Background: an optimization exercise with open tools, aiming at small area, a short achievable clock period and few clock cycles per item. Do not read the settings as production practice. Only simulation tests tie the RTL to the original design; equivalence was not proved.

File: design.v
`default_nettype none
module ex_mdu #(
   parameter int MULT_CYCLES = 5,
   parameter int DIV_CYCLES  = 10
) (
   input  logic        clk,
   input  logic        reset,
   input  logic        start,
   input  logic [2:0]  md_op,
   input  logic [31:0] rs,
   input  logic [31:0] rt,
   output logic        busy,
   output logic [31:0] hi,
   output logic [31:0] lo
);
   localparam int MAX_CYCLES = (MULT_CYCLES > DIV_CYCLES) ? MULT_CYCLES : DIV_CYCLES;
   localparam int CNT_W      = $clog2(MAX_CYCLES) + 1;
   localparam logic [2:0] OP_MULT  = 3'd1;
   localparam logic [2:0] OP_MULTU = 3'd2;
   localparam logic [2:0] OP_DIV   = 3'd3;
   localparam logic [2:0] OP_DIVU  = 3'd4;
   localparam logic [2:0] OP_MTHI  = 3'd5;
   localparam logic [2:0] OP_MTLO  = 3'd6;
   typedef enum logic [0:0] {S_IDLE = 1'b0, S_BUSY = 1'b1} state_t;
   state_t             state_q;
   logic [CNT_W-1:0]   cnt_q;
   logic [2:0]         op_q;
   logic [31:0]        a_q, b_q;
   logic [31:0]        hi_q, lo_q;
   logic [31:0]        hi_d, lo_d;
   logic               is_mult, sext, a_neg, b_neg;
   logic [63:0]        a_ext, b_ext, prod;
   logic [31:0]        a_mag, b_mag, b_safe, q_mag, r_mag;
   always_comb begin
      is_mult = (op_q == OP_MULT) || (op_q == OP_MULTU);
      sext    = (op_q == OP_MULT);
      a_ext   = {{32{sext & a_q[31]}}, a_q};
      b_ext   = {{32{sext & b_q[31]}}, b_q};
      prod    = a_ext * b_ext;
      a_neg   = (op_q == OP_DIV) && a_q[31];
      b_neg   = (op_q == OP_DIV) && b_q[31];
      a_mag   = a_neg ? (32'd0 - a_q) : a_q;
      b_mag   = b_neg ? (32'd0 - b_q) : b_q;
      b_safe  = (b_mag == 32'd0) ? 32'd1 : b_mag;
      q_mag   = a_mag / b_safe;
      r_mag   = a_mag % b_safe;
      hi_d = hi_q;
      lo_d = lo_q;
      if (is_mult) begin
         hi_d = prod[63:32];
         lo_d = prod[31:0];
      end else if (b_q != 32'd0) begin
         lo_d = (a_neg ^ b_neg) ? (32'd0 - q_mag) : q_mag;
         hi_d = a_neg ? (32'd0 - r_mag) : r_mag;
      end
   end
   always_ff @(posedge clk) begin
      if (reset) begin
         state_q <= S_IDLE;
         cnt_q   <= '0;
         op_q    <= 3'd0;
         a_q     <= 32'd0;
         b_q     <= 32'd0;
         hi_q    <= 32'd0;
         lo_q    <= 32'd0;
      end else if (state_q == S_IDLE) begin
         if (start) begin
            case (md_op)
               OP_MULT, OP_MULTU: begin
                  op_q    <= md_op;
                  a_q     <= rs;
                  b_q     <= rt;
                  cnt_q   <= CNT_W'(MULT_CYCLES - 1);
                  state_q <= S_BUSY;
               end
               OP_DIV, OP_DIVU: begin
                  op_q    <= md_op;
                  a_q     <= rs;
                  b_q     <= rt;
                  cnt_q   <= CNT_W'(DIV_CYCLES - 1);
                  state_q <= S_BUSY;
               end
               OP_MTHI: hi_q <= rs;
               OP_MTLO: lo_q <= rs;
               default: ;
            endcase
         end
      end else begin
         if (cnt_q == '0) begin
            hi_q    <= hi_d;
            lo_q    <= lo_d;
            state_q <= S_IDLE;
         end else begin
            cnt_q <= cnt_q - 1'b1;
         end
      end
   end
   assign busy = (state_q == S_BUSY);
   assign hi   = hi_q;
   assign lo   = lo_q;
endmodule
`default_nettype wire
File: run.sh
#!/bin/bash
# synth_recipe.tcl (not shown) runs the flow's synth.tcl, then flattens the netlist and writes it again
# the make line also repeats each setting of config.mk as NAME=value (left out here)
make -C /OpenROAD-flow-scripts/flow DESIGN_CONFIG=/design/flow/config.mk WORK_HOME=/design/flow/orfs CLKGATE_MAP_FILE= SYNTH_SCRIPT=/design/flow/synth_recipe.tcl finish
File: config.mk
export PLATFORM = sky130hd
export DESIGN_NAME = ex_mdu
export DESIGN_NICKNAME = ex_mdu
export VERILOG_FILES = /design/flow/design.v
export SDC_FILE = /design/flow/constraint.sdc
export NUM_CORES = 4
export LEC_CHECK = 0
export CAP_MARGIN = 20
export CORE_MARGIN = 2
export CORE_UTILIZATION = 40
export SLEW_MARGIN = 20
File: constraint.sdc
create_clock -name core_clock -period 110.0 [get_ports {clk}]
set_input_delay 22.0000 -clock core_clock [delete_from_list [all_inputs] [get_ports {clk}]]
set_output_delay 22.0000 -clock core_clock [all_outputs]
set_load 0.01 [all_outputs]
==> flow_summary.toml <==
[cts]
numClockSinks = 137
cts_tree = "done"
post_cts_resized = 0
cts_buffer_depth = 2
cts_root_buf = "clkbuf_16"
post-cts-setup-buffers = 0
cts_made_buffers = 17
path_clk_slew_ps = 70
hold_buffers = 0
clkLatencyLatePin_ps = 500
htree_levels = 4

[sta]
finClkSkew_ps = 21.1
layout_min_cycle_time_ps = 102190
rsz0062_at_grt = "no"
tns_ps = 0
fin_ws_ps = 7810
finalHoldViolCount = 0
finalMaxSlewViolations = 0
setup_violations = 0
worstMarginPinSlew_ps = 1210
clock.fmax_ghz = 0.00979
finalCritPeriodShare = 0.929
maxSlewHeadroom = 0.196

[detailed_routing]
wl_met3_um = 33900
drt_iter0_markers = 8077
drc_errors = 0
wl_um = 384000
vias_per_cell = 6.14
dr_wl_met2_um = 169000
maxUsedRoutingLayer = "met5"
wl_met1_um = 150000
drt_pass1_iterations = 9
routedWlPerCell_um = 30.0
ant_nets = 0
dr_total_vias = 78600

[worst_hold_path]
hp-class = "flip-flop to flip-flop"
holdPathEnd = "hi_q[22]"
hp-start = "hi_q[22]"
whs_path_depth = 2

[global_route]
grt_pass1_wl_um = 555000
grt-ovfl-total = 0
grt_pass1_vias = 78900
grtUsageTotal = 0.381
grt_max_degree = 77
antenna_found_initial = 16

[status]
status = "no timing/DRC/antenna violations"

[synthesis]
synth_nets = 12200
synthMuxAreaShare = 0.0114
yosys.area_share.simple = 0.210
synthAdderAreaFrac = 0.405
synth.distinct_cells = 119
synth_top_family_by_area = "adder cells"
avgSynthCellArea_um2 = 7.65
seq_area_frac_synth = 0.0349
synth_area_mm2 = 0.0787
synth-xor-area-share = 0.0639
synth_cells = 10300
ys_warn_count = 1
ys_ff_latch = 137
synthFlopType = "dfxtp_1"
synth-async-reset-ratio = 0
synth_compound_area_frac = 0.186
synth-edff-count = 0

[floorplan]
die_w_um = 448
pin_count = 135
rows = 162
core_area_mm2 = 0.195
die_area_mm2 = 0.200
die_h_um = 448
initial_core_util = 0.403

[cells_and_area]
finalNonFillerCells = 12800
area_growth_pct = 6.75
nets = 12100
regArea_mm2 = 0.00281
final_cell_mix = "nand2_1 (1590), inv_1 (1300), fa_1 (1126)"
multi_input_area_mm2 = 0.0693
fill_cells = 19900
final_common_cell = "nand2_1"
layout-drive-gt1-share = 0.0554

[critical_path]
worstPathMaxFanout = 37
required_ps = 110390
crit_buf_inv = 32
end_kind = "flip-flop"
worstPathArrival_ps = 102580
cpPeakStageDelay_ps = 950
crit_slowest_cell = "a21oi_1"
crit_path_frequent_cell = "ha_1"
worst-setup-path-type = "flip-flop to flip-flop"
timing.rr.start = "b_q[3]"
cp_top_family = "compound AO/OA/AOI/OAI gates"
crit-reg2reg-capture = "lo_q[29]"
ff2ff_setup_slack_ps = 7810
critPathLaunchType = "flip-flop"
r2r_cells = 332

[placed_design]
io_buffers = 134
hpwl_um = 304000
place_congestion = 1.09
pre_cts_ws_ps = 12140
dp.cells = 12800

[job]
maxCapViolCount = 0
worst reg2reg max path, delay by kind of cell (launching register included):
| family | cells | cell delay (ps) |
|---|---|---|
| adders and majority gates | 32 | 10460 |
| muxes | 5 | 2110 |
| DFF | 1 | 470 |
| AOI/OAI and AO/OA | 160 | 49970 |
| xor gates and xnor gates | 1 | 190 |
| and+or+nand+nor | 102 | 30870 |
| buffers and inverters | 32 | 8040 |
how the worst max path moves through the flow:
stage                start  endpoint  cells after the start
floorplan           b_q[0]  hi_q[28]                    352
global placement    b_q[3]  lo_q[29]                    326
detailed placement  b_q[3]  lo_q[29]                    331
CTS                 b_q[3]  lo_q[29]                    331
global route        b_q[3]  lo_q[29]                    335
finish              b_q[3]  lo_q[29]                    332
state kept, by name, summed over array words and instances (netlist names):
name,count
hi_q,32
a_q,32
lo_q,32
state_q,1
cnt_q,5
b_q,32
op_q,3
cells in the mapped netlist (all sizes together) (24+ instances only):
master,count,area share
dfxtp,137,0.035
a31oi,98,0.0080
a21boi,28,0.0027
xor2,240,0.027
o211ai,118,0.011
nand3,194,0.012
nor2b,68,0.0054
nand2b,94,0.0075
a21o,158,0.015
nor3,202,0.014
nor4,65,0.0062
clkbuf,352,0.017
and3,72,0.0057
o21a,116,0.011
o22ai,28,0.0022
o21ai,409,0.026
and4,24,0.0027
or3,66,0.0052
ha,748,0.12
buf,168,0.0094
fa,1126,0.29
inv,1303,0.062
a211oi,97,0.0099
o21bai,50,0.0048
and2,286,0.023
a21oi,714,0.046
nand2,1592,0.076
mux2i,41,0.0052
o31ai,54,0.0055
nand4,80,0.0065
a211o,31,0.0035
or2,48,0.0038
mux2,43,0.0062
xnor2,334,0.037
nor2,675,0.032
area by class of cell:
| class | count | share of cell area |
|---|---|---|
| Antenna cell | 14 | 0.000417 |
| Clock buffer | 17 | 0.00506 |
| Clock inverter | 15 | 0.00207 |
| Inverter | 1303 | 0.0582 |
| Multi-Input combinational cell | 8325 | 0.825 |
| Sequential cell | 137 | 0.0334 |
| Tap cell | 2624 | 0.0391 |
| Timing Repair Buffer | 365 | 0.0366 |
per-stage QoR:
stage | hold slack [ps] | cell area (um^2) | utilization
floorplan | 471 | 78700 | -
global placement | 441 | 83300 | 0.427
detailed placement | 444 | 83300 | 0.427
CTS | 454 | 83900 | 0.430
global route | 466 | 84000 | 0.430
finish | 454 | 84000 | 0.430
logic make-up (layout without fill, tap and decap cells):
logic type,Yosys count,count (layout)
AOI/OAI and AO/OA,2242,2242
xor gates and xnor gates,574,574
adders and majority gates,1874,1874
buffers and inverters,1823,1700
DFF,137,137
muxes,84,84
other,0,14
and+or+nand+nor,3551,3551
layer usage:
metal  vias up  global-route usage
li1      34100                   -
met1     39300               0.478
met2      4111               0.596
met3      1074              0.0774
met4        22               0.247
met5         -                   0
Testbench counts, summed over its fixed seeds: cycles 89,565, ops 12,000.

[separate check: timing with driven ports]
The flow's constraints put no driver on any port. The routed layout listed below was extracted and timed again, unchanged, in two steps.
Step 1 sets driving cells, clkbuf_16 on the clock port and buf_2 on the other inputs (assumed; they add their load-dependent delay and slew).
Step 2, shift: input delay + t, output delay - t, t = (earliest + latest rising clock arrival at the registers) / 2. This alone moves slack from input paths to output paths.
Slacks: ideal ports / drivers / drivers and shift; pairs: ideal ports / drivers.
t (ns): 0.556
setup slack, ns: 7.811 / 7.811 / 7.811
worst hold slack (ns): 0.454 / 0.454 / 0.454
worst slew at a driven data input, ns: 0.15
After both steps setup and hold are still met in this run. The setup slack of this run moves by 0.000 ns with the drivers and by 0.000 ns with both steps.
